From an optimization exercise on the open Yosys and OpenROAD flow, aimed at small area, a short achievable clock period and few clock cycles; shortcuts taken in it are not production practice. Function was checked by simulation only, so behaviour that the tests miss may differ from the original. Power figures rest on the tool's default switching activity, not on a simulated workload.

## dsp_mac_ex_unit
module dsp_mac_ex_unit #(
   parameter int ACC_W = 64
) (
   input  logic             clk,
   input  logic             rst,
   input  logic             start,
   input  logic [2:0]       op,
   input  logic [31:0]      rs1_val,
   input  logic [31:0]      rs2_val,
   input  logic [4:0]       rd_in,
   input  logic             ex_stall,
   input  logic             ex_flush,
   output logic             busy,
   output logic             result_valid,
   output logic [31:0]      result,
   output logic [4:0]       result_rd,
   output logic [ACC_W-1:0] acc_out
   , output logic           sat_flag
);
Settings: LEC_CHECK=0, ABC_CLOCK_PERIOD_IN_PS=5000, CAP_MARGIN=20, CORE_MARGIN=2, CORE_UTILIZATION=40, SETUP_SLACK_MARGIN=3.0, SLEW_MARGIN=20, SYNTH_HIERARCHICAL=1, SYNTH_MINIMUM_KEEP_SIZE=0; clock period 9.0 ns.
standard.sh (not shown) runs the stock make flow with config.mk's settings and CLKGATE_MAP_FILE= SYNTH_SCRIPT=/design/flow/synth_recipe.tcl, a recipe that flattens the netlist after the stock synthesis.
==> flow/flow/run.sh <==
#!/bin/bash
# Standard layout, with the port buffers made from a regular buffer cell.
export BUFFER_PORTS_ARGS="-buffer_cell sky130_fd_sc_hd__buf_1"
bash standard.sh > standard.log 2>&1
The baseline finished clean.
Testbench counts at the start, summed over its fixed seeds: cycles 9,600.
Change:
==> flow/flow/run.sh (replaced) <==
#!/bin/bash
# Standard layout, with the port buffers made from a regular buffer cell and
# timing repair free to pick any equivalent cell (not only the same footprint).
export BUFFER_PORTS_ARGS="-buffer_cell sky130_fd_sc_hd__buf_4"
bash standard.sh MATCH_CELL_FOOTPRINT=0 finish > standard.log 2>&1
- SETUP_SLACK_MARGIN: 3.0 -> 3.5
Worst setup slack improved by 0.13 ns.
Utilization came out higher by 5.5 points.
Register-to-register slack got worse by 0.09 ns.
Die area stays the same.
Synthesized area does not change.
Sequential share of layout area came out lower by 1.6 points.
Non-clock buffer count came out higher by 146.
Maximum frequency came out higher by 2.2%.
Change:
==> flow/flow/run.sh (replaced) <==
#!/bin/bash
# Standard layout, with the port buffers made from a regular buffer cell.
export BUFFER_PORTS_ARGS="-buffer_cell sky130_fd_sc_hd__buf_2"
bash standard.sh > standard.log 2>&1
- GPL_ROUTABILITY_DRIVEN: not set -> 0
- SETUP_SLACK_MARGIN: 3.5 -> 3.0
Result: Sequential power stays flat; combinational power fell by about 10%; area after synthesis does not change; clock-buffer cell count goes up by 3; flip-flop and latch count stays the same; final cell count shrinks by 5.1%; worst setup slack got worse by 0.14 ns; fmax decreases by 2.3%; synthesized cell count does not change; global-route usage decreases by 2.4 points.
Change:
==> flow/run.sh (new file) <==
#!/bin/bash
# synth_recipe.tcl (not shown) runs the flow's synth.tcl, then flattens the netlist and writes it again
# the make line also repeats each setting of config.mk as NAME=value (left out here)
make -C /OpenROAD-flow-scripts/flow DESIGN_CONFIG=/design/flow/config.mk WORK_HOME=/design/flow/orfs CLKGATE_MAP_FILE= SYNTH_SCRIPT=/design/flow/synth_recipe.tcl finish
- ABC_CLOCK_PERIOD_IN_PS: 5000 -> 4000
- GPL_ROUTABILITY_DRIVEN: 0 -> not set
- SETUP_SLACK_MARGIN: 3.0 -> 4.5
removed: flow/flow/run.sh
removed: flow/standard.sh
What happened: Sequential power stays flat. Maximum frequency shrinks by 1.1%. Clock skew shrinks by 0.0074 ns. Global-route usage grows by 6.4 points. Worst setup slack loses 0.067 ns. Sequential share of layout area shrinks by 3.5 points. Area after synthesis does not change. Final cell count grows by 10%. Non-clock buffer count grows by 429. Combinational power grows by 26%. Routed wire length grows by 23%.
Change:
==> flow/flow/run.sh (new file) <==
#!/bin/bash
# Standard layout, with the port buffers made from a regular buffer cell.
export BUFFER_PORTS_ARGS="-buffer_cell sky130_fd_sc_hd__buf_4"
bash standard.sh > standard.log 2>&1
==> flow/standard.sh (new file) <==
#!/bin/bash
# synth_recipe.tcl (not shown) runs the flow's synth.tcl, then flattens the netlist and writes it again
# the make line also repeats each setting of config.mk as NAME=value (left out here)
make -C /OpenROAD-flow-scripts/flow DESIGN_CONFIG=/design/flow/config.mk WORK_HOME=/design/flow/orfs CLKGATE_MAP_FILE= SYNTH_SCRIPT=/design/flow/synth_recipe.tcl "${@:-finish}"
- ABC_CLOCK_PERIOD_IN_PS: 4000 -> 5000
- SETUP_SLACK_MARGIN: 4.5 -> 2.5
removed: flow/run.sh
Result: The new run finished clean. Power fell by about a fifth. Cell area shrinks by a quarter to a third. Worst hold slack barely changes. Clock-buffer cell count is unchanged.
Change:
==> flow/run.sh (new file) <==
#!/bin/bash
# synth_recipe.tcl (not shown) runs the flow's synth.tcl, then flattens the netlist and writes it again
# the make line also repeats each setting of config.mk as NAME=value (left out here)
make -C /OpenROAD-flow-scripts/flow DESIGN_CONFIG=/design/flow/config.mk WORK_HOME=/design/flow/orfs CLKGATE_MAP_FILE= SYNTH_SCRIPT=/design/flow/synth_recipe.tcl finish
- SETUP_SLACK_MARGIN: 2.5 -> 3.5
removed: flow/flow/run.sh
removed: flow/standard.sh
Effect: The new run finished with timing, DRC and antenna clean; power rose by about 16%; utilization rose by 9.7 points; design area came out higher by about 22%; worst hold slack is about the same; combinational power increases by 20%; cell count rises by about 8%; clock skew is about the same.

[afterwards: timing with drivers on the ports]
No port has a modelled driver above. Below, the same layouts with a new extraction and two added sets of constraints. Step 1: set_driving_cell puts a clkbuf_16 on clk and a buf_2 on each other input, an assumption about the parent block. Step 2 times the ports against the registers' clock, not the clock port: input delays grow and output delays shrink by t, the midpoint of the rising clock arrivals with the driver on. Three values: no drivers, after step 1, after step 2; two values: the first two.
| run | t (ns) | slack for setup (ns) | clock arrival spread, ns |
|---|---|---|---|
| the first run | 0.595 | 3.005 / 3.002 / 2.430 | 0.040 / 0.039 |
| the second run | 0.589 | 3.134 / 3.077 / 2.726 | 0.027 / 0.027 |
| the third run | 0.583 | 2.994 / 2.963 / 2.422 | 0.039 / 0.039 |
| the fourth run | 0.593 | 2.927 / 2.862 / 2.643 | 0.031 / 0.031 |
| the fifth run | 0.587 | 2.607 / 2.597 / 2.043 | 0.029 / 0.029 |
| the sixth run | 0.585 | 3.156 / 3.102 / 2.726 | 0.027 / 0.027 |
After both steps every run listed still meets setup and hold. The setup slack of the first run, which loses most, moves by -0.003 ns with the drivers and by -0.575 ns with both steps.
